What follows belongs to an exercise in optimizing a design on an open flow for small area, a short achievable clock period and few clock cycles; a production flow would make more cautious choices. RTL that was checked went through simulation tests only; none was proved equivalent to the original. For runs 1 and 2, only the layout was checked, not whether the RTL still works.

`flow/run.sh`:
```
#!/bin/bash
# The standard layout with two changes:
#  - plain buf_1 cells as the port buffers, instead of the delay buffers that
#    buffer_ports picks by default;
#  - a222oi_1 is not used: its three-high pull-up stack is slow, and the
#    one-hot multiplexers map to a22oi + nand2 instead.
set -euo pipefail
export BUFFER_PORTS_ARGS="-buffer_cell sky130_fd_sc_hd__buf_1"
cp config.mk own_config.mk
echo 'export DONT_USE_CELLS = sky130_fd_sc_hd__a222oi_1' >> own_config.mk
sed "s#DESIGN_CONFIG=[^ ]*#DESIGN_CONFIG=$PWD/own_config.mk#" standard.sh > own_standard.sh
bash own_standard.sh finish > standard.log 2>&1
```
`standard.sh`:
```
#!/bin/bash
# synth_recipe.tcl (not shown) runs the flow's synth.tcl, then flattens the netlist and writes it again
# the make line also repeats each setting of config.mk as NAME=value (left out here)
make -C /OpenROAD-flow-scripts/flow DESIGN_CONFIG=/design/flow/config.mk WORK_HOME=/design/flow/orfs CLKGATE_MAP_FILE= SYNTH_SCRIPT=/design/flow/synth_recipe.tcl "${@:-finish}"
```
`config.mk`:
```
export PLATFORM = sky130hd
export DESIGN_NAME = axi_interconnect
export DESIGN_NICKNAME = axi_interconnect
export VERILOG_FILES = /design/flow/design.v
export SDC_FILE = /design/flow/constraint.sdc
export NUM_CORES = 4
export LEC_CHECK = 0
export CAP_MARGIN = 20
export CORE_AREA = 25 25 175 175
export DIE_AREA = 0 0 200 200
export SETUP_SLACK_MARGIN = 1.9
export SLEW_MARGIN = 20
```
`constraint.sdc`:
```
create_clock -name core_clock -period 4.5 [get_ports {axi_clk}]
set_input_delay 0.9000 -clock core_clock [delete_from_list [all_inputs] [get_ports {axi_clk}]]
set_output_delay 0.9000 -clock core_clock [all_outputs]
set_load 0.01 [all_outputs]
```
`design.v`:
```
package axi_ic_pkg;
    localparam int ID_W    = 4;
    localparam int CID_W   = 4;
    localparam int SID_W   = CID_W + ID_W;
    localparam int ADDR_W  = 32;
    localparam int DATA_W  = 32;
    localparam int LEN_W   = 8;
    localparam int N_MST   = 3;
    localparam int N_SLV   = 3;
    localparam int SEL_LSB = 30;      
    localparam int FIFO_AW = 2;
    localparam logic [1:0] RESP_OKAY   = 2'b00;
    localparam logic [1:0] RESP_DECERR = 2'b11;
    localparam int MAR_W = ID_W + ADDR_W + LEN_W + 3 + 2;
    localparam int SAR_W = SID_W + ADDR_W + LEN_W + 3 + 2;
    localparam int SR_W  = SID_W + DATA_W + 2 + 1;
    localparam int MR_W  = ID_W + DATA_W + 2 + 1;
endpackage
module axi_fifo_sync #(
    parameter int W = 1
) (
    input  logic         clk,
    input  logic         arst_n,
    input  logic         wr_vld,
    input  logic [W-1:0] wr_din,
    input  logic         rd_rdy,
    output logic         wr_rdy,
    output logic         rd_vld,
    output logic [W-1:0] rd_dout
);
    localparam int FIFO_AW = axi_ic_pkg::FIFO_AW;
    logic [W-1:0]       mem [1 << FIFO_AW];
    logic [FIFO_AW-1:0] wr_ptr;
    logic [FIFO_AW-1:0] rd_ptr;
    logic [FIFO_AW:0]   count;
    logic               push;
    logic               pop;
    assign wr_rdy  = !count[FIFO_AW];        
    assign rd_vld  = (count != '0);
    assign rd_dout = mem[rd_ptr];
    assign push    = wr_vld && wr_rdy;
    assign pop     = rd_vld && rd_rdy;
    always_ff @(posedge clk or negedge arst_n) begin
        if (!arst_n) begin
            wr_ptr <= '0;
            rd_ptr <= '0;
            count  <= '0;
        end else begin
            if (push) begin
                wr_ptr <= wr_ptr + 1'b1;
            end
            if (pop) begin
                rd_ptr <= rd_ptr + 1'b1;
            end
            case ({push, pop})
                2'b10:   count <= count + 1'b1;
                2'b01:   count <= count - 1'b1;
                default: count <= count;     
            endcase
        end
    end
    always_ff @(posedge clk) begin
        if (push) begin
            mem[wr_ptr] <= wr_din;
        end
    end
endmodule
module ar_router (
    input  logic                                                  clk,
    input  logic                                                  arst_n,
    input  logic [axi_ic_pkg::N_MST-1:0]                          m_vld,
    input  logic [axi_ic_pkg::N_MST*axi_ic_pkg::MAR_W-1:0]        m_ar,
    input  logic [axi_ic_pkg::N_SLV:0]                            s_rdy,
    input  logic                                                  err_done,  
    output logic [axi_ic_pkg::N_MST-1:0]                          m_rdy,
    output logic [axi_ic_pkg::N_SLV:0]                            s_vld,
    output logic [(axi_ic_pkg::N_SLV+1)*axi_ic_pkg::SAR_W-1:0]    s_ar,
    output logic [axi_ic_pkg::N_MST-1:0]                          err_src    
);
    localparam int N_MST   = axi_ic_pkg::N_MST;
    localparam int N_SLV   = axi_ic_pkg::N_SLV;
    localparam int ID_W    = axi_ic_pkg::ID_W;
    localparam int CID_W   = axi_ic_pkg::CID_W;
    localparam int ADDR_W  = axi_ic_pkg::ADDR_W;
    localparam int SEL_LSB = axi_ic_pkg::SEL_LSB;
    localparam int MAR_W   = axi_ic_pkg::MAR_W;
    localparam int SAR_W   = axi_ic_pkg::SAR_W;
    localparam int SEL_W   = ADDR_W - SEL_LSB;
    localparam int REST_W  = MAR_W - ID_W;     
    logic [N_SLV:0][N_MST-1:0] hit;          
    logic [N_SLV:0][N_MST-1:0] req;
    logic [N_SLV:0][N_MST-1:0] cand;         
    logic [N_SLV:0]            step;         
    for (genvar t = 0; t < N_SLV + 1; t++) begin : g_tgt
        for (genvar i = 0; i < N_MST; i++) begin : g_mst
            assign hit[t][i] = (m_ar[i*MAR_W + REST_W - 1 -: SEL_W] == SEL_W'(t));
            assign req[t][i] = m_vld[i] && hit[t][i];
        end
    end
    assign err_src = cand[N_SLV];
    always_comb begin
        for (int t = 0; t < N_SLV + 1; t++) begin
            s_vld[t] = |(cand[t] & req[t]);
            s_ar[t*SAR_W +: SAR_W] = '0;
            for (int i = 0; i < N_MST; i++) begin
                if (cand[t][i]) begin
                    s_ar[t*SAR_W +: SAR_W] = s_ar[t*SAR_W +: SAR_W]
                                           | {CID_W'(i + 1), m_ar[i*MAR_W +: MAR_W]};
                end
            end
        end
    end
    always_comb begin
        for (int i = 0; i < N_MST; i++) begin
            m_rdy[i] = 1'b0;
            for (int t = 0; t < N_SLV + 1; t++) begin
                if (cand[t][i] && hit[t][i] && s_rdy[t]) begin
                    m_rdy[i] = 1'b1;
                end
            end
        end
    end
    for (genvar t = 0; t < N_SLV; t++) begin : g_step
        assign step[t] = |(req[t] & ~cand[t]) && !(s_vld[t] && !s_rdy[t]);
    end
    assign step[N_SLV] = |(req[N_SLV] & ~cand[N_SLV])
                      && (s_rdy[N_SLV] ? !s_vld[N_SLV] : err_done);
    always_ff @(posedge clk or negedge arst_n) begin
        if (!arst_n) begin
            for (int t = 0; t < N_SLV + 1; t++) begin
                cand[t] <= N_MST'(1) << (t % N_MST);
            end
        end else begin
            for (int t = 0; t < N_SLV + 1; t++) begin
                if (step[t]) begin
                    cand[t] <= {cand[t][N_MST-2:0], cand[t][N_MST-1]};
                end
            end
        end
    end
endmodule
module decerr_slave (
    input  logic                         clk,
    input  logic                         arst_n,
    input  logic                         ar_vld,
    input  logic [axi_ic_pkg::SAR_W-1:0] ar,
    input  logic [axi_ic_pkg::N_MST-1:0] ar_src,   
    input  logic                         r_rdy,
    output logic                         ar_rdy,
    output logic                         r_vld,
    output logic [axi_ic_pkg::SR_W-1:0]  r,
    output logic [axi_ic_pkg::N_MST-1:0] r_dst,    
    output logic                         r_done    
);
    localparam int N_MST  = axi_ic_pkg::N_MST;
    localparam int ID_W   = axi_ic_pkg::ID_W;
    localparam int CID_W  = axi_ic_pkg::CID_W;
    localparam int LEN_W  = axi_ic_pkg::LEN_W;
    localparam int DATA_W = axi_ic_pkg::DATA_W;
    localparam int SAR_W  = axi_ic_pkg::SAR_W;
    logic             busy;
    logic [LEN_W-1:0] beats_left;
    logic [ID_W-1:0]  id_q;
    logic             last;
    assign ar_rdy = !busy;
    assign r_vld  = busy;
    assign r_dst  = ar_src;
    assign r_done = r_vld && r_rdy && last;
    assign last   = (beats_left == '0);
    assign r = {CID_W'(0), id_q, DATA_W'(0), axi_ic_pkg::RESP_DECERR, last};
    always_ff @(posedge clk or negedge arst_n) begin
        if (!arst_n) begin
            busy <= 1'b0;
        end else if (ar_vld && ar_rdy) begin
            busy <= 1'b1;
        end else if (r_done) begin
            busy <= 1'b0;
        end
    end
    always_ff @(posedge clk) begin
        if (ar_vld && ar_rdy) begin
            id_q       <= ar[SAR_W-CID_W-1 -: ID_W];
            beats_left <= ar[5 +: LEN_W];    
        end else if (r_vld && r_rdy) begin
            beats_left <= beats_left - 1'b1;
        end
    end
endmodule
module r_router (
    input  logic                                               clk,
    input  logic                                               arst_n,
    input  logic [axi_ic_pkg::N_SLV:0]                         s_vld,
    input  logic [(axi_ic_pkg::N_SLV+1)*axi_ic_pkg::SR_W-1:0]  s_r,
    input  logic [axi_ic_pkg::N_MST-1:0]                       err_dst,   
    input  logic [axi_ic_pkg::N_MST-1:0]                       m_rdy,
    output logic [axi_ic_pkg::N_SLV:0]                         s_rdy,
    output logic [axi_ic_pkg::N_MST-1:0]                       m_vld,
    output logic [axi_ic_pkg::N_MST*axi_ic_pkg::MR_W-1:0]      m_r
);
    localparam int N_MST = axi_ic_pkg::N_MST;
    localparam int N_SLV = axi_ic_pkg::N_SLV;
    localparam int N_SRC = N_SLV + 1;
    localparam int CID_W = axi_ic_pkg::CID_W;
    localparam int SR_W  = axi_ic_pkg::SR_W;
    localparam int MR_W  = axi_ic_pkg::MR_W;
    logic [N_MST-1:0][N_SLV:0] hit;          
    logic [N_MST-1:0][N_SLV:0] req;
    logic [N_MST-1:0][N_SLV:0] cand;         
    logic [N_MST-1:0]          step;         
    logic [N_MST-1:0]          lock;         
    logic [N_MST-1:0]          done;         
    for (genvar m = 0; m < N_MST; m++) begin : g_mst
        for (genvar s = 0; s < N_SLV; s++) begin : g_src
            assign hit[m][s] = (s_r[s*SR_W + SR_W - CID_W +: 2] == 2'(m + 1));
        end
        assign hit[m][N_SLV] = err_dst[m];
        assign req[m] = hit[m] & s_vld;
    end
    always_comb begin
        for (int m = 0; m < N_MST; m++) begin
            m_vld[m] = |(cand[m] & req[m]);
            m_r[m*MR_W +: MR_W] = '0;
            for (int s = 0; s < N_SRC; s++) begin
                if (cand[m][s]) begin
                    m_r[m*MR_W +: MR_W] = m_r[m*MR_W +: MR_W] | s_r[s*SR_W +: MR_W];    
                end
            end
            done[m] = m_vld[m] && m_rdy[m] && m_r[m*MR_W];
        end
        for (int s = 0; s < N_SRC; s++) begin
            s_rdy[s] = 1'b0;
            for (int m = 0; m < N_MST; m++) begin
                if (cand[m][s] && hit[m][s] && m_rdy[m]) begin
                    s_rdy[s] = 1'b1;
                end
            end
        end
    end
    for (genvar m = 0; m < N_MST; m++) begin : g_step
        assign step[m] = |(req[m] & ~cand[m]) && (done[m] || !(lock[m] || m_vld[m]));
    end
    always_ff @(posedge clk or negedge arst_n) begin
        if (!arst_n) begin
            for (int m = 0; m < N_MST; m++) begin
                lock[m] <= 1'b0;
                cand[m] <= N_SRC'(1) << m;
            end
        end else begin
            for (int m = 0; m < N_MST; m++) begin
                if (done[m]) begin
                    lock[m] <= 1'b0;
                end else if (m_vld[m]) begin
                    lock[m] <= 1'b1;
                end
                if (step[m]) begin
                    cand[m] <= {cand[m][N_SLV-1:0], cand[m][N_SLV]};
                end
            end
        end
    end
endmodule
module axi_interconnect (
    input  logic                                         axi_clk,
    input  logic                                         arst_n,
    input  logic [axi_ic_pkg::N_MST*axi_ic_pkg::ID_W-1:0]   m_axi_arid,
    input  logic [axi_ic_pkg::N_MST*axi_ic_pkg::ADDR_W-1:0] m_axi_araddr,
    input  logic [axi_ic_pkg::N_MST*axi_ic_pkg::LEN_W-1:0]  m_axi_arlen,
    input  logic [axi_ic_pkg::N_MST*3-1:0]                  m_axi_arsize,
    input  logic [axi_ic_pkg::N_MST*2-1:0]                  m_axi_arburst,
    input  logic [axi_ic_pkg::N_MST-1:0]                    m_axi_arvalid,
    output logic [axi_ic_pkg::N_MST-1:0]                    m_axi_arready,
    output logic [axi_ic_pkg::N_MST*axi_ic_pkg::ID_W-1:0]   m_axi_rid,
    output logic [axi_ic_pkg::N_MST*axi_ic_pkg::DATA_W-1:0] m_axi_rdata,
    output logic [axi_ic_pkg::N_MST*2-1:0]                  m_axi_rresp,
    output logic [axi_ic_pkg::N_MST-1:0]                    m_axi_rlast,
    output logic [axi_ic_pkg::N_MST-1:0]                    m_axi_rvalid,
    input  logic [axi_ic_pkg::N_MST-1:0]                    m_axi_rready,
    output logic [axi_ic_pkg::N_SLV*axi_ic_pkg::SID_W-1:0]  s_axi_arid,
    output logic [axi_ic_pkg::N_SLV*axi_ic_pkg::ADDR_W-1:0] s_axi_araddr,
    output logic [axi_ic_pkg::N_SLV*axi_ic_pkg::LEN_W-1:0]  s_axi_arlen,
    output logic [axi_ic_pkg::N_SLV*3-1:0]                  s_axi_arsize,
    output logic [axi_ic_pkg::N_SLV*2-1:0]                  s_axi_arburst,
    output logic [axi_ic_pkg::N_SLV-1:0]                    s_axi_arvalid,
    input  logic [axi_ic_pkg::N_SLV-1:0]                    s_axi_arready,
    input  logic [axi_ic_pkg::N_SLV*axi_ic_pkg::SID_W-1:0]  s_axi_rid,
    input  logic [axi_ic_pkg::N_SLV*axi_ic_pkg::DATA_W-1:0] s_axi_rdata,
    input  logic [axi_ic_pkg::N_SLV*2-1:0]                  s_axi_rresp,
    input  logic [axi_ic_pkg::N_SLV-1:0]                    s_axi_rlast,
    input  logic [axi_ic_pkg::N_SLV-1:0]                    s_axi_rvalid,
    output logic [axi_ic_pkg::N_SLV-1:0]                    s_axi_rready
);
    localparam int N_MST  = axi_ic_pkg::N_MST;
    localparam int N_SLV  = axi_ic_pkg::N_SLV;
    localparam int ID_W   = axi_ic_pkg::ID_W;
    localparam int SID_W  = axi_ic_pkg::SID_W;
    localparam int ADDR_W = axi_ic_pkg::ADDR_W;
    localparam int DATA_W = axi_ic_pkg::DATA_W;
    localparam int LEN_W  = axi_ic_pkg::LEN_W;
    localparam int MAR_W  = axi_ic_pkg::MAR_W;
    localparam int SAR_W  = axi_ic_pkg::SAR_W;
    localparam int SR_W   = axi_ic_pkg::SR_W;
    localparam int MR_W   = axi_ic_pkg::MR_W;
    logic [N_MST*MAR_W-1:0]     m_ar_q;
    logic [N_MST-1:0]           m_ar_vld;
    logic [N_MST-1:0]           m_ar_rdy;
    logic [(N_SLV+1)*SAR_W-1:0] s_ar_d;      
    logic [N_SLV:0]             s_ar_vld;
    logic [N_SLV:0]             s_ar_rdy;
    logic [(N_SLV+1)*SR_W-1:0]  s_r_q;
    logic [N_SLV:0]             s_r_vld;
    logic [N_SLV:0]             s_r_rdy;
    logic [N_MST*MR_W-1:0]      m_r_d;
    logic [N_MST-1:0]           m_r_vld;
    logic [N_MST-1:0]           m_r_rdy;
    logic [N_MST-1:0]           err_src;     
    logic [N_MST-1:0]           err_dst;     
    logic                       err_done;    
    for (genvar i = 0; i < N_MST; i++) begin : g_mst
        assign m_ar_q[i*MAR_W +: MAR_W] = {m_axi_arid[i*ID_W +: ID_W], m_axi_araddr[i*ADDR_W +: ADDR_W],
                                           m_axi_arlen[i*LEN_W +: LEN_W], m_axi_arsize[i*3 +: 3],
                                           m_axi_arburst[i*2 +: 2]};
        assign m_ar_vld[i]      = m_axi_arvalid[i];
        assign m_axi_arready[i] = m_ar_rdy[i];
        assign {m_axi_rid[i*ID_W +: ID_W], m_axi_rdata[i*DATA_W +: DATA_W],
                m_axi_rresp[i*2 +: 2], m_axi_rlast[i]} = m_r_d[i*MR_W +: MR_W];
        assign m_axi_rvalid[i]  = m_r_vld[i];
        assign m_r_rdy[i]       = m_axi_rready[i];
    end
    for (genvar i = 0; i < N_SLV; i++) begin : g_slv
        assign {s_axi_arid[i*SID_W +: SID_W], s_axi_araddr[i*ADDR_W +: ADDR_W],
                s_axi_arlen[i*LEN_W +: LEN_W], s_axi_arsize[i*3 +: 3],
                s_axi_arburst[i*2 +: 2]} = s_ar_d[i*SAR_W +: SAR_W];
        assign s_axi_arvalid[i] = s_ar_vld[i];
        assign s_ar_rdy[i]      = s_axi_arready[i];
        assign s_r_q[i*SR_W +: SR_W] = {s_axi_rid[i*SID_W +: SID_W], s_axi_rdata[i*DATA_W +: DATA_W],
                                        s_axi_rresp[i*2 +: 2], s_axi_rlast[i]};
        assign s_r_vld[i]       = s_axi_rvalid[i];
        assign s_axi_rready[i]  = s_r_rdy[i];
    end
    ar_router u_ar_router (
        .clk    (axi_clk),
        .arst_n (arst_n),
        .m_vld  (m_ar_vld),
        .m_ar   (m_ar_q),
        .s_rdy  (s_ar_rdy),
        .err_done(err_done),
        .m_rdy  (m_ar_rdy),
        .s_vld  (s_ar_vld),
        .s_ar   (s_ar_d),
        .err_src(err_src)
    );
    decerr_slave u_decerr_slave (
        .clk    (axi_clk),
        .arst_n (arst_n),
        .ar_vld (s_ar_vld[N_SLV]),
        .ar     (s_ar_d[N_SLV*SAR_W +: SAR_W]),
        .ar_src (err_src),
        .r_rdy  (s_r_rdy[N_SLV]),
        .ar_rdy (s_ar_rdy[N_SLV]),
        .r_vld  (s_r_vld[N_SLV]),
        .r      (s_r_q[N_SLV*SR_W +: SR_W]),
        .r_dst  (err_dst),
        .r_done (err_done)
    );
    r_router u_r_router (
        .clk    (axi_clk),
        .arst_n (arst_n),
        .s_vld  (s_r_vld),
        .s_r    (s_r_q),
        .err_dst(err_dst),
        .m_rdy  (m_r_rdy),
        .s_rdy  (s_r_rdy),
        .m_vld  (m_r_vld),
        .m_r    (m_r_d)
    );
endmodule
```
==> impl_metrics.csv, run 1 <==
group,metric,value,unit
worst_setup_path,cp_max_fo,6,
drt,vias,12300,
clock_tree,clk_latency,0.28,ns
drt,viasPerCell,6.03,
clock_tree,hold_buffers,0,
finish,final_area,10600,sq um
drt,wl_per_cell,29.3,um
timing,setup_ws,1.81,ns
timing,tns,0,ns
timing,skew,0.00840,ns
clock_tree,cts.sinks,40,
clock_tree,cts_buffers,5,
timing,rsz0062_at_grt,"true",
min_path,hold_path_class,"register to register",
die,io_pins,578,
clock_tree,cts_tree,"built",
placement,placedInstanceArea,9430,sq um
global_routing,grt_pass1_vias,11100,
logic_synthesis,ys_ff_latch,40,
drt,drtIter0Drc,1521,
worst_setup_path,r2r_cells,4,
logic_synthesis,ys.flop_type,"dfrtp_1",
global_routing,overflow,0,
placement,dp_hpwl,45900,um
clock_tree,path_clk_slew,0.06,ns
logic_synthesis,synth_cell_types,62,
logic_synthesis,synth_warnings,3,
timing,timing.final.crit_share,59.7,%
drt,drc,0,
placement,gp_congestion,0.910,
timing,fmax,372,MHz
logic_synthesis,synth.avg_cell_area,6.13,sq um
drt,routed-wl-met3,8190,um
drt,met1_length,20400,um
timing,relSlewSlack,64.4,%
drt,route.met2.wl,29400,um
finish,fin_nets,2047,
clock_tree,clk_path_buf_depth,2,
die,dieArea,40000,sq um
finish,area_growth,26.4,%
global_routing,track_usage,26.1,%
die,die_w,200,um
worst_setup_path,critPathCapture,"s_axi_arvalid[1]",
die,start_util,38.3,%
logic_synthesis,async_reset_ff_share,70.0,%
timing,setup_viol,0,
worst_setup_path,cp-start-kind,"input pin",
finish,multiInputGateArea,5760,sq um
logic_synthesis,post-synth-top-area-fraction,25.5,%
finish,regArea,1130,sq um
placement,dp.cells,1967,
clock_tree,root_buffer,"clkbuf_16",
worst_setup_path,crit_arrival,1.79,ns
drt,drtPass1Iterations,6,
drt,antenna_left,0,
logic_synthesis,synth_edf_count,12,
drt,routed.top_layer,"met4",
worst_setup_path,r2r_start,"u_ar_router.cand[11]",
worst_setup_path,endpoint_kind,"primary output",
logic_synthesis,postSynthCellCount,1372,
worst_setup_path,r2r-end,"u_decerr_slave.beats_left[7]",
die,die_y,200,um
timing,tightest_slew,0.532,ns
die,core_area,22000,sq um
timing,slew_violations,0,
worst_setup_path,startpoint,"m_axi_arvalid[1]",
worst_setup_path,regToRegSetupSlack,2.22,ns
logic_synthesis,synth_area,8420,sq um
finish,fin_util,48.4,%
finish,drive_gt1_share,10.8,%
finish,final_cells,2043,
worst_setup_path,crit_required,3.60,ns
outcome,outcome,"no timing/DRC/antenna violations",
logic_synthesis,yosys.area.top_type,"a22oi_1",
worst_setup_path,path_class,"input pin to primary output",
logic_synthesis,ys_seq_area_share,12.7,%
drt,wl,59800,um
die,rows,54,
global_routing,grt_pass1_wl,82300,um
placement,pre_cts_ws,1.26,ns
flow_run,cap_violations,0,
global_routing,grt_max_degree,45,
clock_tree,htreeDepth,2,
timing,finalHoldViolCount,0,
global_routing,antenna_found_initial,5,
finish,fill_cells,2351,
placement,port_buffers,565,
logic_synthesis,synthTopCellsByArea,"a22oi_1 (26%), nand2_1 (24%), buf_4 (14%), dfrtp_1 (6.2%), clkbuf_1 (4.6%)",
timing,min_period,2.69,ns
worst min path at each step:
stage | from | endpoint | slack [ns] | cells after the start
global route | u_r_router.lock[0] | u_r_router.lock[0] | 0.57 | 2
floorplan | u_r_router.lock[0] | u_r_router.lock[0] | 0.49 | 2
detailed placement | u_r_router.lock[0] | u_r_router.lock[0] | 0.53 | 2
CTS | u_r_router.lock[0] | u_r_router.lock[0] | 0.54 | 2
finish | u_r_router.lock[1] | u_r_router.lock[1] | 0.54 | 2
global placement | u_r_router.lock[0] | u_r_router.lock[0] | 0.52 | 2
cell usage after synthesis (2+ instances only):
library cell / count
o22ai_1: 7
a311oi_1: 3
nand3_1: 20
dfrtp_1: 21
nor2_1: 25
mux2_4: 2
a22oi_1: 286
inv_1: 21
o21ai_0: 12
a21oi_1: 17
nor2b_1: 4
o31ai_1: 2
o21ai_1: 2
mux2_2: 9
xnor2_1: 2
nand2_1: 549
a2bb2oi_1: 2
buf_1: 6
o2bb2ai_1: 4
edfxtp_1: 12
nor3_1: 3
and3b_1: 2
ha_1: 2
a221oi_1: 2
buf_2: 6
nand4_1: 5
a31oi_1: 11
mux2i_1: 3
xor2_1: 3
nor4bb_1: 2
buf_4: 159
clkbuf_1: 103
a22o_1: 2
nor3b_1: 3
and4_1: 2
and2_1: 2
or2_2: 3
a41oi_1: 2
dfstp_2: 7
nand3b_1: 11
nand4b_1: 7
o32a_1: 5
o21a_1: 2
critical path, cell delays in order:
cell and delay, ns:
buf_12 0.11, and3b_2 0.22, a32oi_2 0.16, a21boi_2 0.20, inv_1 0.07, buf_6 0.12
cells in the final DEF, fill, tap and decap left out, types with 3 or more instances in the layout:
| cell type | instances |
|---|---|
| buf_12 | 9 |
| o21ai_0 | 11 |
| buf_2 | 17 |
| nand3_1 | 19 |
| nor3b_4 | 3 |
| buf_1 | 522 |
| nand2_1 | 548 |
| diode_2 | 7 |
| nor3_1 | 3 |
| dfstp_4 | 7 |
| o2bb2ai_1 | 4 |
| nand3b_1 | 11 |
| buf_8 | 5 |
| or2_2 | 3 |
| inv_1 | 19 |
| a22oi_2 | 3 |
| conb_1 | 6 |
| a31oi_1 | 11 |
| a21oi_1 | 17 |
| dfrtp_1 | 11 |
| xor2_1 | 3 |
| o22ai_1 | 6 |
| nand4b_1 | 7 |
| buf_16 | 4 |
| buf_4 | 53 |
| nor2_1 | 25 |
| buf_6 | 26 |
| nor2b_1 | 3 |
| mux2i_1 | 3 |
| o32a_1 | 5 |
| mux2_2 | 9 |
| a22oi_1 | 283 |
| clkbuf_2 | 8 |
| edfxtp_1 | 12 |
| nand4_1 | 5 |
| clkbuf_16 | 5 |
| dfrtp_4 | 8 |
metrics by stage:
step	hold slack, ns
2_1_floorplan	0.495
3_3_place_gp	0.518
3_5_place_dp	0.532
4_1_cts	0.544
5_1_grt	0.574
6_report	0.538
kinds of logic after synthesis:
kind of cell / Yosys count / synth area share, %
mux: 14 / 1.92
simple gates: 643 / 31.2
buf+inv: 295 / 20.3
other cells: 1 / 0.0446
flops: 40 / 12.7
xor+xnor: 5 / 0.520
fa+ha+maj: 2 / 0.297
compound gates: 372 / 32.9
routing by layer:
| metal | track usage (%) | up-vias |
|---|---|---|
| li1 | - | 5446 |
| met1 | 29.5 | 5718 |
| met2 | 45.9 | 1022 |
| met3 | 9.16 | 129 |
| met4 | 5.74 | 0 |
| met5 | 0 | - |
registers in the layout, summed over array words and instances (netlist names):
name,flops
u_decerr_slave.id_q,4
u_decerr_slave.beats_left,8
u_ar_router.cand,12
u_r_router.lock,3
u_r_router.cand,12
u_decerr_slave.busy,1
area by class of cell:
cell class	instances	share of cell area, %
Tap cell	280	3.29
Clock buffer	5	1.18
Clock inverter	3	0.224
Inverter	21	0.741
Antenna cell	7	0.165
Multi-Input combinational cell	1042	54.2
Timing Repair Buffer	645	29.6
Sequential cell	40	10.6
repair_timing:
item,CTS,global route
endpoints found under the setup margin,273,90
pin swaps,7,13
resized for setup,103,37
setup buffers,28,33
==> run 2: changes to the inputs <==
--- a/config.mk
+++ b/config.mk
@@ -8,5 +8,5 @@
 export CAP_MARGIN = 20
 export CORE_AREA = 25 25 175 175
 export DIE_AREA = 0 0 200 200
-export SETUP_SLACK_MARGIN = 1.9
+export SETUP_SLACK_MARGIN = 2.2
 export SLEW_MARGIN = 20
==> run 2 against run 1 <==
Net effect:
- cell count is 9.1% higher
- first-iteration DRC count is 34% higher
- synthesized cell count stayed put
- maximum frequency is 5.5% lower
- critical path type unchanged
- highest routed layer is now met5
==> impl_metrics.csv, run 2 <==
group,metric,value,unit
timing,tns,0,ns
drt,antenna_left,0,
global_routing,track_usage,31.8,%
logic_synthesis,synthTopCellsByArea,"a22oi_1 (26%), nand2_1 (24%), buf_4 (14%), dfrtp_1 (6.2%), clkbuf_1 (4.6%)",
worst_setup_path,worst-path-buf-inv,4,
timing,min_period,2.84,ns
logic_synthesis,synth-xor-area-share,0.520,%
global_routing,overflow,0,
worst_setup_path,worstPathCellList,"buf_1 -> buf_6 -> and3b_2 -> a32oi_2 -> a21boi_4 -> inv_2 -> buf_6",
global_routing,grt_pass1_wl,99300,um
timing,finalHoldViolCount,0,
drt,vias,15300,
finish,drive_gt1_share,55.1,%
clock_tree,cts_buffers,5,
timing,timing.final.crit_share,63.2,%
worst_setup_path,endpoint_kind,"primary output",
finish,fin_util,81.8,%
die,die_w,200,um
die,io_pins,578,
logic_synthesis,ys_ff_latch,40,
die,dieArea,40000,sq um
timing,skew,0.00575,ns
worst_setup_path,path_class,"input pin to primary output",
timing,hold_slack,0.615,ns
logic_synthesis,post-synth-top-area-fraction,25.5,%
global_routing,grt_max_degree,34,
logic_synthesis,yosys.cell_count.top_type,"nand2_1",
die,die_y,200,um
finish,fin_nets,2226,
drt,wl_per_cell,37.5,um
logic_synthesis,yosys.area_share.simple,31.2,%
finish,layout_commonest_cell,"nand2_1",
clock_tree,htreeDepth,2,
logic_synthesis,ys_seq_area_share,12.7,%
worst_setup_path,cp_max_fo,2,
logic_synthesis,synthAdderAreaFrac,0.297,%
finish,top_regs,"u_ar_router.cand: 12 flops, u_r_router.cand: 12 flops, u_decerr_slave.beats_left: 8 flops",
drt,drtIter0Drc,2041,
flow_run,cap_violations,0,
drt,drc,0,
timing,fmax,352,MHz
logic_synthesis,ys.flop_type,"dfrtp_1",
drt,viasPerCell,6.87,
worst_setup_path,cpPeakStageDelay,0.22,ns
die,rows,54,
logic_synthesis,synth_area,8420,sq um
finish,final_cell_mix,"nand2_1 (441), buf_6 (358), a22oi_2 (249)",
clock_tree,root_buffer,"clkbuf_16",
worst_setup_path,cp_top_family,"compound AO/OA/AOI/OAI gates",
worst_setup_path,slowest_stage,"and3b_2",
timing,slew_violations,0,
clock_tree,cts.sinks,40,
worst_setup_path,cp-start-kind,"input pin",
timing,setup_viol,0,
drt,drtPass1Iterations,13,
logic_synthesis,synth_warnings,3,
logic_synthesis,synth.avg_cell_area,6.13,sq um
logic_synthesis,synth_top_family_by_area,"compound AO/OA/AOI/OAI gates",
logic_synthesis,synth_compound_area_share,32.9,%
clock_tree,path_clk_slew,0.07,ns
worst_setup_path,crit_required,3.60,ns
finish,fill_cells,1142,
global_routing,grt_pass1_vias,13900,
drt,wl,83500,um
logic_synthesis,synth_cell_types,62,
placement,dp_hpwl,44200,um
die,start_util,38.3,%
worst_setup_path,crit_path_frequent_cell,"buf_6",
outcome,outcome,"no timing/DRC/antenna violations",
placement,gp_congestion,0.889,
logic_synthesis,async_reset_ff_share,70.0,%
timing,rsz0062_at_grt,"true",
clock_tree,hold_buffers,0,
worst_setup_path,crit_arrival,1.94,ns
clock_tree,cts_tree,"built",
logic_synthesis,yosys.area.top_type,"a22oi_1",
placement,port_buffers,565,
global_routing,antenna_found_initial,12,
logic_synthesis,synthTopCellsByCount,"nand2_1 (549), a22oi_1 (286), buf_4 (159)",
logic_synthesis,synth_edf_count,12,
clock_tree,clk_latency,0.29,ns
clock_tree,clk_path_buf_depth,2,
die,core_area,22000,sq um
logic_synthesis,synth.mux.area_fraction,1.92,%
finish,area_growth,113,%
logic_synthesis,postSynthCellCount,1372,
min_path,hold_path_class,"register to register",
-- run 2: per-stage QoR --
stage	std cells	cell area (sq um)	worst slack, ns
after floorplan	1377	8570	2.02
after global placement	1968	9500	1.39
after detailed placement	1968	9500	1.37
after CTS	2174	16400	1.66
after global routing	2225	17900	1.62
final	2228	18000	1.66
-- run 2: final timing paths --
| check | start | endpoint | slack (ns) | cells after the start |
|---|---|---|---|---|
| max | m_axi_araddr[62] | s_axi_arvalid[1] | 1.66 | 7 |
| min | u_r_router.lock[1] | u_r_router.lock[1] | 0.62 | 2 |
| max reg2reg | u_r_router.cand[8] | u_r_router.lock[2] | 1.85 | 16 |
| min reg2reg | u_r_router.lock[1] | u_r_router.lock[1] | 0.62 | 2 |
| max in group asynchronous | arst_n | u_ar_router.cand[8] | 3.54 | 2 |
| min in group asynchronous | arst_n | u_r_router.cand[11] | 0.63 | 2 |
-- run 2: what timing repair did --
| item | 4_1_cts | 5_1_grt |
|---|---|---|
| pin swaps | 356 | 207 |
| setup endpoints to repair | 310 | 294 |
| gates resized for setup | 1243 | 292 |
| setup buffers | 159 | 40 |
| gates cloned | 39 | 1 |
-- run 2: cells by family (layout without fill, tap and decap cells) --
kind of cell | Yosys count | after routing
fa+ha+maj | 2 | 2
compound gates | 372 | 373
simple gates | 643 | 643
xor+xnor | 5 | 5
other cells | 1 | 19
buf+inv | 295 | 852
mux | 14 | 14
flops | 40 | 40
-- run 2: layout make-up --
class / instances / area [sq um] / area share (%)
Timing Repair Buffer: 823 / 8380 / 46.7
Multi-Input combinational cell: 1043 / 7800 / 43.4
Sequential cell: 40 / 1140 / 6.36
Tap cell: 280 / 350 / 1.95
Clock buffer: 6 / 150 / 0.836
Inverter: 21 / 86.3 / 0.481
Antenna cell: 13 / 32.5 / 0.181
Clock inverter: 2 / 16.3 / 0.0906
-- run 2: per-layer routing --
| layer | part of all wire, % | track usage [%] | up-vias |
|---|---|---|---|
| met5 | 0.053 | 0 | - |
| met4 | 11 | 19.1 | 6 |
| met3 | 15 | 11.2 | 670 |
| met2 | 45 | 56.5 | 1674 |
| met1 | 28 | 30.9 | 7094 |
| li1 | - | - | 5853 |
-- run 2: worst min-delay path, stage by stage (launching register included) --
cell	delay, ns
dfrtp_1	0.36
nor2_1	0.06
a21oi_1	0.14
==> run 3: changes to the inputs <==
--- a/design.v
+++ b/design.v
@@ -323,14 +323,14 @@
         assign m_axi_arready[i] = m_ar_rdy[i];
         assign {m_axi_rid[i*ID_W +: ID_W], m_axi_rdata[i*DATA_W +: DATA_W],
                 m_axi_rresp[i*2 +: 2], m_axi_rlast[i]} = m_r_d[i*MR_W +: MR_W];
-        assign m_axi_rvalid[i]  = m_r_vld[i];
+        assign m_axi_rvalid[i]  = m_r_vld[i] && arst_n;      
         assign m_r_rdy[i]       = m_axi_rready[i];
     end
     for (genvar i = 0; i < N_SLV; i++) begin : g_slv
         assign {s_axi_arid[i*SID_W +: SID_W], s_axi_araddr[i*ADDR_W +: ADDR_W],
                 s_axi_arlen[i*LEN_W +: LEN_W], s_axi_arsize[i*3 +: 3],
                 s_axi_arburst[i*2 +: 2]} = s_ar_d[i*SAR_W +: SAR_W];
-        assign s_axi_arvalid[i] = s_ar_vld[i];
+        assign s_axi_arvalid[i] = s_ar_vld[i] && arst_n;     
         assign s_ar_rdy[i]      = s_axi_arready[i];
         assign s_r_q[i*SR_W +: SR_W] = {s_axi_rid[i*SID_W +: SID_W], s_axi_rdata[i*DATA_W +: DATA_W],
                                         s_axi_rresp[i*2 +: 2], s_axi_rlast[i]};
--- a/config.mk
+++ b/config.mk
@@ -6,7 +6,7 @@
 export NUM_CORES = 4
 export LEC_CHECK = 0
 export CAP_MARGIN = 20
-export CORE_AREA = 25 25 175 175
+export CORE_AREA = 40 40 160 160
 export DIE_AREA = 0 0 200 200
-export SETUP_SLACK_MARGIN = 2.2
+export SETUP_SLACK_MARGIN = 2.0
 export SLEW_MARGIN = 20
==> run 3 against run 2 <==
Net effect:
- maximum frequency rose by 6.4%
- first-iteration DRC count increased by 32%
- still clean on timing, DRC and antenna
- flip-flop and latch count unchanged
- design area down 37%
- clock-buffer cell count fell by 1
- critical path type unchanged
- worst hold slack lost 0.082 ns
- register-to-register slack better by 0.19 ns
- worst setup slack improved by 0.17 ns
- synthesized cell count rose by 0.29%
- via count fell by 13%
==> impl_metrics.csv, run 3 <==
group,metric,value,unit
outcome,outcome,"no timing/DRC/antenna violations",
logic_synthesis,async_reset_ff_share,70.0,%
clock_tree,clk_latency,0.29,ns
clock_tree,path_clk_slew,0.06,ns
logic_synthesis,synth_cell_types,57,
logic_synthesis,yosys.area.top_type,"a22oi_1",
finish,final_cell_mix,"nand2_1 (546), buf_1 (409), a22oi_1 (282)",
die,core_area,14000,sq um
drt,drtIter0Drc,2693,
die,dieArea,40000,sq um
clock_tree,hold_buffers,0,
finish,fin_nets,2088,
clock_tree,cts_buffers,5,
logic_synthesis,postSynthCellCount,1376,
drt,vias,13300,
finish,drive_gt1_share,20.1,%
logic_synthesis,synthTopCellsByCount,"nand2_1 (548), a22oi_1 (284), buf_4 (160)",
die,start_util,60.5,%
timing,setup_viol,0,
timing,tns,0,ns
worst_setup_path,path_class,"input pin to primary output",
logic_synthesis,ys_seq_area_share,12.6,%
placement,dp_hpwl,52800,um
global_routing,grt_pass1_wl,90100,um
finish,area_growth,34.4,%
clock_tree,cts.sinks,40,
timing,skew,0.00603,ns
logic_synthesis,synth_edf_count,12,
drt,antenna_left,0,
timing,finalHoldViolCount,0,
logic_synthesis,synthTopCellsByArea,"a22oi_1 (25%), nand2_1 (24%), buf_4 (14%), dfrtp_1 (6.2%), clkbuf_1 (4.5%)",
global_routing,overflow,0,
worst_setup_path,crit_required,3.60,ns
global_routing,antenna_found_initial,21,
drt,drtPass1Iterations,8,
min_path,hold_path_class,"register to register",
logic_synthesis,yosys.cell_count.top_type,"nand2_1",
worst_setup_path,cp-start-kind,"input pin",
logic_synthesis,post-synth-top-area-fraction,25.2,%
timing,rsz0062_at_grt,"true",
logic_synthesis,synth.avg_cell_area,6.15,sq um
clock_tree,htreeDepth,2,
die,die_w,200,um
finish,layout_commonest_cell,"nand2_1",
clock_tree,clk_path_buf_depth,2,
die,io_pins,578,
flow_run,cap_violations,0,
global_routing,track_usage,28.6,%
clock_tree,cts_tree,"built",
timing,slew_violations,0,
timing,timing.final.crit_share,59.4,%
placement,port_buffers,565,
drt,viasPerCell,6.67,
die,die_y,200,um
drt,drc,0,
logic_synthesis,synth_area,8460,sq um
global_routing,grt_pass1_vias,11100,
timing,fmax,374,MHz
global_routing,grt_max_degree,46,
worst_setup_path,crit_arrival,1.77,ns
finish,top_regs,"u_ar_router.cand: 12 flops, u_r_router.cand: 12 flops, u_decerr_slave.beats_left: 8 flops",
logic_synthesis,synth_warnings,3,
worst_setup_path,cp_max_fo,8,
worst_setup_path,endpoint_kind,"primary output",
drt,wl,70300,um
timing,tightest_slew,0.584,ns
logic_synthesis,ys.flop_type,"dfrtp_1",
clock_tree,root_buffer,"clkbuf_16",
timing,relSlewSlack,61.0,%
finish,fill_cells,1034,
timing,min_period,2.67,ns
die,rows,43,
timing,hold_slack,0.533,ns
placement,gp_congestion,0.919,
logic_synthesis,ys_ff_latch,40,
drt,wl_per_cell,35.2,um
## run 3: cell types whose count changed in the layout (fill, tap and decap cells not counted), sizes merged, moves of 5 or more
cell	change
buf	-188
diode	+10
a21oi	+6
nor4bb	+5
clkbuf	+47
inv	-9
## run 3: logic make-up after synthesis
family,after synthesis,share of synthesized area (%)
compound gates,367,31.7
xor+xnor,5,0.518
fa+ha+maj,2,0.296
buf+inv,288,19.9
flops,40,12.6
mux,17,2.20
other cells,1,0.0443
simple gates,656,32.7
## run 3: metrics by stage
step / area [sq um] / cells / utilization [%] / setup slack, ns
finish: 11400 / 2000 / 81.3 / 1.83
global route: 11300 / 1985 / 81.0 / 1.82
CTS: 10500 / 1932 / 75.1 / 1.83
detailed placement: 9360 / 1869 / 66.9 / 1.36
global placement: 9360 / 1869 / 66.9 / 1.41
floorplan: 8510 / 1381 / - / 2.00
## run 3: worst max-delay path, stage by stage
cell     delay (ns)
buf_6          0.11
and4b_1        0.19
a31oi_2        0.18
and3_4         0.24
nor2_4         0.03
buf_6          0.12
## run 3: path summary, 6_finish.rpt
check | cells after the start | to | slack, ns | start
worst max-delay path | 6 | m_axi_rvalid[0] | 1.83 | s_axi_rid[12]
worst min-delay path | 1 | u_r_router.lock[2] | 0.53 | u_r_router.lock[2]
worst max register to register | 6 | u_r_router.cand[6] | 2.04 | u_decerr_slave.beats_left[4]
worst min register to register | 1 | u_r_router.lock[2] | 0.53 | u_r_router.lock[2]
max in group asynchronous | 4 | u_r_router.cand[2] | 3.54 | arst_n
min in group asynchronous | 3 | u_ar_router.cand[7] | 0.64 | arst_n
## run 3: cell type report
class | count | area (sq um) | area share [%]
Sequential cell | 40 | 1130 | 9.98
Clock buffer | 5 | 125 | 1.10
Multi-Input combinational cell | 1053 | 5990 | 52.7
Inverter | 13 | 52.6 | 0.462
Timing Repair Buffer | 683 | 3740 | 32.9
Tap cell | 180 | 225 | 1.98
Antenna cell | 23 | 57.6 | 0.506
Clock inverter | 3 | 41.3 | 0.363
## run 3: repair_timing
action,CTS,global route
resized for setup,190,141
gates cloned,1,2
pin swaps,16,25
buffers inserted,54,43
endpoints found under the setup margin,289,150
## run 3: metal layers
layer	routed length (um)	part of all wire, %	GRT usage [%]	up-vias
met5	132	0.19	0	-
met4	3970	5.6	9.65	22
met3	13900	20	19.8	341
met2	33300	47	49.4	1461
met1	19100	27	26.0	5941
li1	-	-	-	5576
Testbench counts of run 3, summed over its fixed seeds: cycles 7,526.
==> run 4: changes to the inputs <==
--- a/config.mk
+++ b/config.mk
@@ -6,7 +6,7 @@
 export NUM_CORES = 4
 export LEC_CHECK = 0
 export CAP_MARGIN = 20
-export CORE_AREA = 40 40 160 160
+export CORE_AREA = 25 25 175 175
 export DIE_AREA = 0 0 200 200
 export SETUP_SLACK_MARGIN = 2.0
 export SLEW_MARGIN = 20
==> run 4 against run 3 <==
Net effect:
- design area up 7.9%
- highest routed layer unchanged
- still clean on timing, DRC and antenna
- critical endpoint unchanged
- area after synthesis did not move
- largest cell class unchanged
- register-to-register slack about the same
- maximum frequency about the same
- global-route usage decreased by 2.1 points
- clock-buffer cell count unchanged
- critical path depth unchanged
==> impl_metrics.csv, run 4 <==
group,metric,value,unit
outcome,outcome,"no timing/DRC/antenna violations",
timing,skew,0.0116,ns
drt,wl,63300,um
worst_setup_path,r2r-end,"u_ar_router.cand[6]",
worst_setup_path,crit_arrival,1.77,ns
placement,placedInstanceArea,9500,sq um
finish,fill_cells,2132,
placement,dp_hpwl,44200,um
worst_setup_path,crit_required,3.60,ns
clock_tree,path_clk_slew,0.07,ns
logic_synthesis,synth_warnings,3,
clock_tree,cts.sinks,40,
placement,port_buffers,565,
logic_synthesis,synth_edf_count,12,
flow_run,cap_violations,0,
global_routing,overflow,0,
clock_tree,root_buffer,"clkbuf_16",
die,core_area,22000,sq um
clock_tree,htreeDepth,2,
drt,drtPass1Iterations,6,
min_path,min_from,"u_r_router.lock[1]",
global_routing,track_usage,26.5,%
logic_synthesis,ys_seq_area_share,12.6,%
timing,min_period,2.67,ns
global_routing,grt_pass1_vias,11900,
finish,final_cell_mix,"nand2_1 (542), buf_1 (410), a22oi_1 (269)",
min_path,min_path_cells,2,
drt,wl_per_cell,29.9,um
global_routing,antenna_found_initial,8,
die,rows,54,
worst_setup_path,cp-start-kind,"input pin",
finish,regArea,1130,sq um
finish,layout_commonest_cell,"nand2_1",
finish,fin_nets,2118,
logic_synthesis,synth.avg_cell_area,6.15,sq um
min_path,hold_path_class,"register to register",
logic_synthesis,async_reset_ff_share,70.0,%
timing,slew_violations,0,
drt,vias,12800,
finish,multiInputGateArea,6110,sq um
die,dieArea,40000,sq um
timing,setup_ws,1.83,ns
finish,drive_gt1_share,22.6,%
clock_tree,clk_latency,0.30,ns
drt,antenna_left,0,
die,die_y,200,um
logic_synthesis,ys_ff_latch,40,
min_path,hold-path-endpoint,"u_r_router.lock[1]",
timing,finalHoldViolCount,0,
placement,gp_congestion,0.868,
finish,area_growth,45.0,%
clock_tree,cts_buffers,5,
timing,rsz0062_at_grt,"true",
logic_synthesis,synthTopCellsByCount,"nand2_1 (548), a22oi_1 (284), buf_4 (160)",
finish,fin_util,55.9,%
die,io_pins,578,
worst_setup_path,r2r_cells,13,
drt,viasPerCell,6.06,
finish,top_regs,"u_ar_router.cand: 12 flops, u_r_router.cand: 12 flops, u_decerr_slave.beats_left: 8 flops",
finish,final_area,12300,sq um
logic_synthesis,postSynthCellCount,1376,
timing,timing.final.crit_share,59.4,%
timing,setup_viol,0,
drt,drc,0,
clock_tree,cts_tree,"built",
worst_setup_path,path_class,"input pin to primary output",
die,die_w,200,um
placement,pre_cts_ws,1.34,ns
die,start_util,38.5,%
worst_setup_path,endpoint_kind,"primary output",
clock_tree,clk_path_buf_depth,2,
logic_synthesis,synth_area,8460,sq um
logic_synthesis,synthTopCellsByArea,"a22oi_1 (25%), nand2_1 (24%), buf_4 (14%), dfrtp_1 (6.2%), clkbuf_1 (4.5%)",
global_routing,grt_max_degree,47,
worst_setup_path,r2r_start,"u_ar_router.cand[8]",
worst_setup_path,regToRegSetupSlack,2.03,ns
timing,tns,0,ns
worst_setup_path,cp_max_fo,5,
global_routing,grt_pass1_wl,83200,um
logic_synthesis,yosys.cell_count.top_type,"nand2_1",
logic_synthesis,yosys.area.top_type,"a22oi_1",
timing,fmax,374,MHz
logic_synthesis,ys.flop_type,"dfrtp_1",
logic_synthesis,synth_cell_types,57,
drt,drtIter0Drc,1445,
logic_synthesis,post-synth-top-area-fraction,25.2,%
-- run 4: cell counts after synthesis --
No cell type changed its count.
-- run 4: layout make-up --
type                       instances  share of cell area, %
multi-input combinational       1053                   49.9
inverter                          13                  0.428
antenna                           10                  0.204
clock buffer                       5                   1.02
timing repair buffer             713                   36.1
sequential                        40                   9.19
tap                              280                   2.86
clock inverter                     3                  0.367
-- run 4: what timing repair did --
action,4_1_cts,5_1_grt
setup buffers,77,37
pin swaps,25,44
cloned,7,8
hold buffers,0,0
gates resized for setup,232,174
setup endpoints to repair,278,158
-- run 4: per-layer routing --
metal  track usage, %  wire (um)  part of all wire, %  vias to the layer above
met3             10.1       8080                   13                      192
met5                0         13                0.021                        -
met1             27.4      20800                   33                     5976
li1                 -          -                    -                     5628
met2             47.8      31400                   50                     1040
met4             8.69       3010                  4.8                        2
-- run 4: kinds of logic (layout without fill, tap and decap cells) --
| logic type | count (synthesis) | after routing | synth area share (%) |
|---|---|---|---|
| buf+inv | 288 | 734 | 19.9 |
| xor+xnor | 5 | 5 | 0.518 |
| compound gates | 367 | 367 | 31.7 |
| fa+ha+maj | 2 | 2 | 0.296 |
| simple gates | 656 | 656 | 32.7 |
| flops | 40 | 40 | 12.6 |
| other cells | 1 | 16 | 0.0443 |
| mux | 17 | 17 | 2.20 |
-- run 4: worst max-delay path by stage --
stage	from	to	slack (ns)	cells after the start
final	s_axi_rvalid[1]	m_axi_rvalid[0]	1.83	6
after global routing	s_axi_rvalid[1]	m_axi_rvalid[0]	1.81	6
after CTS	s_axi_rid[12]	m_axi_rvalid[0]	1.83	6
after detailed placement	m_axi_araddr[63]	m_axi_arready[1]	1.34	4
after global placement	m_axi_araddr[63]	m_axi_arready[1]	1.36	4
after floorplan	m_axi_araddr[30]	s_axi_arvalid[0]	2.00	4
-- run 4: through the flow --
step,cells,hold WS [ns]
finish,2117,0.531
global route,2112,0.565
CTS,2062,0.533
detailed placement,1970,0.518
global placement,1970,0.500
floorplan,1381,0.481
-- run 4: critical path, stage by stage --
cell     delay, ns
buf_8         0.11
and4b_1       0.21
a31oi_2       0.17
and3_4        0.23
nor2_4        0.04
buf_6         0.12
==> run 5: changes to the inputs <==
--- a/config.mk
+++ b/config.mk
@@ -8,5 +8,5 @@
 export CAP_MARGIN = 20
 export CORE_AREA = 25 25 175 175
 export DIE_AREA = 0 0 200 200
-export SETUP_SLACK_MARGIN = 2.0
+export SETUP_SLACK_MARGIN = 1.6
 export SLEW_MARGIN = 20
==> run 5 against run 4 <==
Net effect:
- wire length down 14%
- non-clock buffer count down 123
- utilization down 11 points
- area after synthesis unchanged
- via count down 8.9%
- die area unchanged
- sequential share of layout area up 2.1 points
- largest cell class unchanged
==> impl_metrics.csv, run 5 <==
group,metric,value,unit
global_routing,antenna_found_initial,11,
worst_setup_path,r2r_start,"u_ar_router.cand[9]",
timing,min_period,2.85,ns
finish,final_cell_mix,"buf_1 (551), nand2_1 (548), a22oi_1 (284)",
worst_setup_path,regToRegSetupSlack,2.10,ns
finish,fin_nets,1995,
clock_tree,path_clk_slew,0.06,ns
finish,layout_commonest_cell,"buf_1",
logic_synthesis,synth_warnings,3,
logic_synthesis,ys_ff_latch,40,
drt,antenna_left,0,
die,start_util,38.5,%
worst_setup_path,critPathCapture,"m_axi_rdata[50]",
global_routing,grt_max_degree,54,
timing,rsz0062_at_grt,"true",
drt,wl,54500,um
drt,drc,0,
placement,port_buffers,565,
worst_setup_path,r2r-end,"u_decerr_slave.beats_left[1]",
logic_synthesis,async_reset_ff_share,70.0,%
drt,drtIter0Drc,1252,
global_routing,overflow,0,
clock_tree,htreeDepth,2,
global_routing,grt_pass1_wl,76100,um
logic_synthesis,synth.avg_cell_area,6.15,sq um
clock_tree,clk_path_buf_depth,2,
finish,fill_cells,2467,
logic_synthesis,synth_edf_count,12,
drt,viasPerCell,5.86,
timing,finalHoldViolCount,0,
placement,gp_congestion,0.904,
clock_tree,cts_tree,"built",
finish,area_growth,16.6,%
drt,wl_per_cell,27.3,um
die,io_pins,578,
clock_tree,cts_buffers,5,
worst_setup_path,endpoint_kind,"primary output",
logic_synthesis,post-synth-top-area-fraction,25.2,%
timing,slew_violations,0,
logic_synthesis,yosys.cell_count.top_type,"nand2_1",
outcome,outcome,"no timing/DRC/antenna violations",
timing,relSlewSlack,51.1,%
timing,hold_slack,0.522,ns
logic_synthesis,postSynthCellCount,1376,
die,die_w,200,um
die,dieArea,40000,sq um
drt,vias,11700,
global_routing,grt_pass1_vias,10900,
die,core_area,22000,sq um
drt,drtPass1Iterations,8,
logic_synthesis,yosys.area.top_type,"a22oi_1",
worst_setup_path,startpoint,"u_r_router.cand[6]",
clock_tree,cts.sinks,40,
worst_setup_path,crit_arrival,1.95,ns
die,die_y,200,um
worst_setup_path,crit_required,3.60,ns
min_path,hold_path_class,"register to register",
die,rows,54,
logic_synthesis,ys.flop_type,"dfrtp_1",
logic_synthesis,synthTopCellsByArea,"a22oi_1 (25%), nand2_1 (24%), buf_4 (14%), dfrtp_1 (6.2%), clkbuf_1 (4.5%)",
worst_setup_path,path_class,"register to primary output",
worst_setup_path,cp-start-kind,"register",
timing,fmax,351,MHz
logic_synthesis,synthTopCellsByCount,"nand2_1 (548), a22oi_1 (284), buf_4 (160)",
timing,timing.final.crit_share,63.2,%
logic_synthesis,synth_cell_types,57,
worst_setup_path,r2r_cells,3,
logic_synthesis,ys_seq_area_share,12.6,%
placement,pre_cts_ws,1.37,ns
placement,dp_hpwl,43800,um
timing,setup_ws,1.65,ns
timing,skew,0.00468,ns
finish,top_regs,"u_ar_router.cand: 12 flops, u_r_router.cand: 12 flops, u_decerr_slave.beats_left: 8 flops",
timing,tns,0,ns
logic_synthesis,synth_area,8460,sq um
worst_setup_path,cp_max_fo,27,
timing,setup_viol,0,
global_routing,track_usage,23.9,%
clock_tree,root_buffer,"clkbuf_16",
clock_tree,clk_latency,0.29,ns
finish,drive_gt1_share,5.58,%
flow_run,cap_violations,0,
timing,tightest_slew,0.731,ns
-- run 5: what timing repair did --
| action | 4_1_cts | 5_1_grt |
|---|---|---|
| buffers inserted | 2 | 1 |
| hold buffers | 0 | 0 |
| gates resized for setup | 24 | 19 |
| pin swaps | 1 | 0 |
| endpoints found under the setup margin | 117 | 15 |
| cloned | 0 | 1 |
-- run 5: worst min path at each step --
| stage | slack, ns | endpoint | cells past startpoint | startpoint |
|---|---|---|---|---|
| 2_1_floorplan | 0.48 | u_r_router.lock[2] | 1 | u_r_router.lock[2] |
| 3_3_place_gp | 0.48 | u_r_router.cand[10] | 2 | u_r_router.cand[10] |
| 3_5_place_dp | 0.49 | u_r_router.cand[10] | 2 | u_r_router.cand[10] |
| 4_1_cts | 0.50 | u_r_router.cand[10] | 2 | u_r_router.cand[10] |
| 5_1_grt | 0.54 | u_r_router.lock[2] | 1 | u_r_router.lock[2] |
| 6_report | 0.52 | u_r_router.cand[10] | 2 | u_r_router.cand[10] |
-- run 5: layout make-up --
cell class / count / area, sq um / share of cell area, %
repair buffers: 590 / 2390 / 24.2
multi-input cells: 1053 / 5750 / 58.4
flip-flops and latches: 40 / 1110 / 11.3
clock buffers: 5 / 125 / 1.27
diodes: 12 / 30.0 / 0.305
well taps: 280 / 350 / 3.55
inverters: 13 / 52.6 / 0.533
clock inverters: 3 / 45.0 / 0.457
-- run 5: cells by family after synthesis --
kind of cell / synth area share, %
compound gates: 31.7
xor+xnor: 0.518
fa+ha+maj: 0.296
buf+inv: 19.9
flops: 12.6
mux: 2.20
other cells: 0.0443
simple gates: 32.7
-- run 5: layer usage --
| metal | track usage [%] | vias up | wire [um] |
|---|---|---|---|
| met5 | 0 | - | 41 |
| met4 | 5.56 | 6 | 1200 |
| met3 | 10.1 | 69 | 7060 |
| met2 | 42.5 | 749 | 27400 |
| met1 | 25.5 | 5506 | 18800 |
| li1 | - | 5366 | - |
-- run 5: through the flow --
step	utilization (%)	cells	cell area, sq um
2_1_floorplan	-	1381	8480
6_report	44.9	1996	9860
5_1_grt	44.8	1992	9850
3_3_place_gp	43.2	1972	9480
3_5_place_dp	43.2	1972	9480
4_1_cts	44.3	1982	9740
-- run 5: critical path: stages, from the launching register on --
cell and delay, ns:
dfrtp_2 0.76, buf_4 0.37, a22oi_1 0.12, nand2_1 0.10, buf_1 0.30
==> run 6: changes to the inputs <==
--- a/config.mk
+++ b/config.mk
@@ -8,5 +8,5 @@
 export CAP_MARGIN = 20
 export CORE_AREA = 25 25 175 175
 export DIE_AREA = 0 0 200 200
-export SETUP_SLACK_MARGIN = 1.6
+export SETUP_SLACK_MARGIN = 1.45
 export SLEW_MARGIN = 20
==> run 6 against run 5 <==
Net effect:
- design area down 1.3%
- worst hold slack worse by 0.015 ns
- sequential share of layout area about the same
- synthesized cell count unchanged
- largest cell class unchanged
- highest routed layer unchanged
==> impl_metrics.csv, run 6 <==
group,metric,value,unit
timing,fmax,339,MHz
finish,final_area,9730,sq um
drt,wl_per_cell,27.0,um
worst_setup_path,r2r_start,"u_ar_router.cand[10]",
die,core_area,22000,sq um
clock_tree,hold_buffers,0,
timing,rsz0062_at_grt,"true",
worst_setup_path,crit_required,3.60,ns
timing,timing.final.crit_share,65.5,%
clock_tree,path_clk_slew,0.06,ns
worst_setup_path,regToRegSetupSlack,2.10,ns
clock_tree,cts_tree,"built",
logic_synthesis,synthTopCellsByCount,"nand2_1 (548), a22oi_1 (284), buf_4 (160)",
finish,layout_commonest_cell,"buf_1",
logic_synthesis,synth_cell_types,57,
global_routing,grt_pass1_wl,75800,um
clock_tree,cts_buffers,5,
clock_tree,clk_path_buf_depth,2,
logic_synthesis,postSynthCellCount,1376,
outcome,outcome,"no timing/DRC/antenna violations",
logic_synthesis,yosys.area.top_type,"a22oi_1",
finish,final_cell_mix,"buf_1 (555), nand2_1 (548), a22oi_1 (284)",
timing,relSlewSlack,41.4,%
worst_setup_path,startpoint,"u_ar_router.cand[1]",
worst_setup_path,worstPathCellList,"buf_4 -> a22oi_1 -> nand2_1 -> buf_1",
min_path,min_from,"u_r_router.cand[10]",
drt,antenna_left,0,
die,dieArea,40000,sq um
placement,placedInstanceArea,9480,sq um
finish,drive_gt1_share,4.76,%
timing,slew_violations,0,
placement,port_buffers,565,
die,start_util,38.5,%
worst_setup_path,cpPeakStageDelay,0.93,ns
timing,min_period,2.95,ns
worst_setup_path,path_class,"register to primary output",
global_routing,overflow,0,
die,die_y,200,um
drt,vias,11600,
logic_synthesis,synth.avg_cell_area,6.15,sq um
placement,dp_hpwl,43800,um
worst_setup_path,crit_arrival,2.05,ns
finish,fill_cells,2474,
logic_synthesis,synth_edf_count,12,
clock_tree,htreeDepth,2,
drt,drc,0,
logic_synthesis,yosys.cell_count.top_type,"nand2_1",
clock_tree,clk_latency,0.29,ns
clock_tree,cts.sinks,40,
worst_setup_path,slowest_stage,"dfrtp_2",
timing,skew,0.00394,ns
global_routing,track_usage,23.8,%
worst_setup_path,cp-start-kind,"register",
finish,fin_nets,1992,
drt,drtIter0Drc,1293,
worst_setup_path,endpoint_kind,"primary output",
global_routing,antenna_found_initial,9,
logic_synthesis,synth_area,8460,sq um
timing,setup_viol,0,
min_path,hold_path_class,"register to register",
worst_setup_path,cp_max_fo,42,
finish,top_regs,"u_ar_router.cand: 12 flops, u_r_router.cand: 12 flops, u_decerr_slave.beats_left: 8 flops",
drt,drtPass1Iterations,7,
logic_synthesis,async_reset_ff_share,70.0,%
die,rows,54,
placement,gp_congestion,0.904,
flow_run,cap_violations,0,
logic_synthesis,ys.flop_type,"dfrtp_1",
finish,area_growth,15.1,%
timing,tns,0,ns
logic_synthesis,synth_warnings,3,
die,die_w,200,um
global_routing,grt_max_degree,54,
logic_synthesis,ys_seq_area_share,12.6,%
logic_synthesis,post-synth-top-area-fraction,25.2,%
clock_tree,root_buffer,"clkbuf_16",
timing,tightest_slew,0.879,ns
global_routing,grt_pass1_vias,10900,
die,io_pins,578,
drt,wl,53800,um
logic_synthesis,synthTopCellsByArea,"a22oi_1 (25%), nand2_1 (24%), buf_4 (14%), dfrtp_1 (6.2%), clkbuf_1 (4.5%)",
drt,viasPerCell,5.83,
timing,finalHoldViolCount,0,
logic_synthesis,ys_ff_latch,40,
-- run 6: changes by cell type in the layout (fill, tap and decap cells not counted), sizes merged --
| cell | delta |
|---|---|
| inv | +1 |
| buf | -1 |
| clkinvlp | -1 |
| diode | -1 |
| clkbuf | -2 |
-- run 6: path summary, 6_finish.rpt --
| check | cells after the start | to |
|---|---|---|
| worst max-delay path | 4 | s_axi_araddr[5] |
| worst min-delay path | 2 | u_r_router.cand[10] |
| worst max register to register | 3 | u_decerr_slave.beats_left[7] |
| worst min register to register | 2 | u_r_router.cand[10] |
| max in group asynchronous | 2 | u_ar_router.cand[0] |
| min in group asynchronous | 2 | u_r_router.cand[11] |
-- run 6: area by class of cell --
| type | instances | area, sq um | share of cell area (%) |
|---|---|---|---|
| multi-input combinational | 1053 | 5730 | 58.9 |
| inverter | 13 | 48.8 | 0.501 |
| tap | 280 | 350 | 3.60 |
| antenna | 11 | 27.5 | 0.283 |
| sequential | 40 | 1100 | 11.3 |
| timing repair buffer | 587 | 2310 | 23.7 |
| clock inverter | 3 | 45.0 | 0.463 |
| clock buffer | 5 | 125 | 1.29 |
-- run 6: cells by family after synthesis --
logic type | after synthesis | share of synthesized area, %
AOI/OAI and AO/OA | 367 | 31.7
xor gates and xnor gates | 5 | 0.518
adders and majority gates | 2 | 0.296
buffers and inverters | 288 | 19.9
DFF | 40 | 12.6
muxes | 17 | 2.20
other | 1 | 0.0443
and+or+nand+nor | 656 | 32.7
-- run 6: repair_timing --
action,CTS,global route
cloned,0,0
gates resized for setup,10,12
endpoints found under the setup margin,55,27
setup buffers,0,1
pin swaps,0,1
-- run 6: per-layer routing --
layer | part of all wire, % | global-route usage (%)
met5 | 0.063 | 0
met4 | 2.1 | 5.69
met3 | 13 | 10.1
met2 | 50 | 42.2
met1 | 34 | 25.5
-- run 6: through the flow --
step	setup WS (ns)	cells	hold WS [ns]	utilization [%]
floorplan	1.82	1381	0.481	-
global placement	1.35	1972	0.484	43.2
detailed placement	1.37	1972	0.494	43.2
CTS	1.47	1980	0.504	44.1
finish	1.55	1992	0.506	44.3
global route	1.42	1988	0.536	44.3
-- run 6: critical path: cells and delay by family (launching register included) --
kind,cells,cell delay (ns)
AOI/OAI and AO/OA,1,0.10
DFF,1,0.93
buffers and inverters,2,0.61
and+or+nand+nor,1,0.08

==> what the ideal ports hide <==
No port has a modelled driver above. Below, the same layouts with a new extraction and two added sets of constraints. Step 1: set_driving_cell puts a clkbuf_16 on axi_clk and a buf_2 on each other input, an assumption about the parent block. Step 2 moves the port delays by t, midway between the first and last clock arrival at a register: inputs arrive t later, outputs are due t later. That takes back most of the time a late clock gives input paths. Three values: ideal, step 1, step 2; two values: the first two.
run | t (ns) | slack for setup (ns) | latest minus earliest clock arrival (ns)
run 1 | 0.324 | 1.811 / 1.723 / 1.723 | 0.009 / 0.009
run 2 | 0.331 | 1.655 / 1.624 / 1.523 | 0.006 / 0.006
run 3 | 0.328 | 1.826 / 1.727 / 1.530 | 0.006 / 0.006
run 4 | 0.333 | 1.827 / 1.769 / 1.570 | 0.012 / 0.012
run 5 | 0.329 | 1.655 / 1.564 / 1.564 | 0.006 / 0.006
run 6 | 0.327 | 1.552 / 1.512 / 1.524 | 0.005 / 0.005
After both steps setup and hold are still met in every run listed. The setup slack of run 3, which loses most, moves by -0.099 ns with the drivers and by -0.296 ns with both steps.
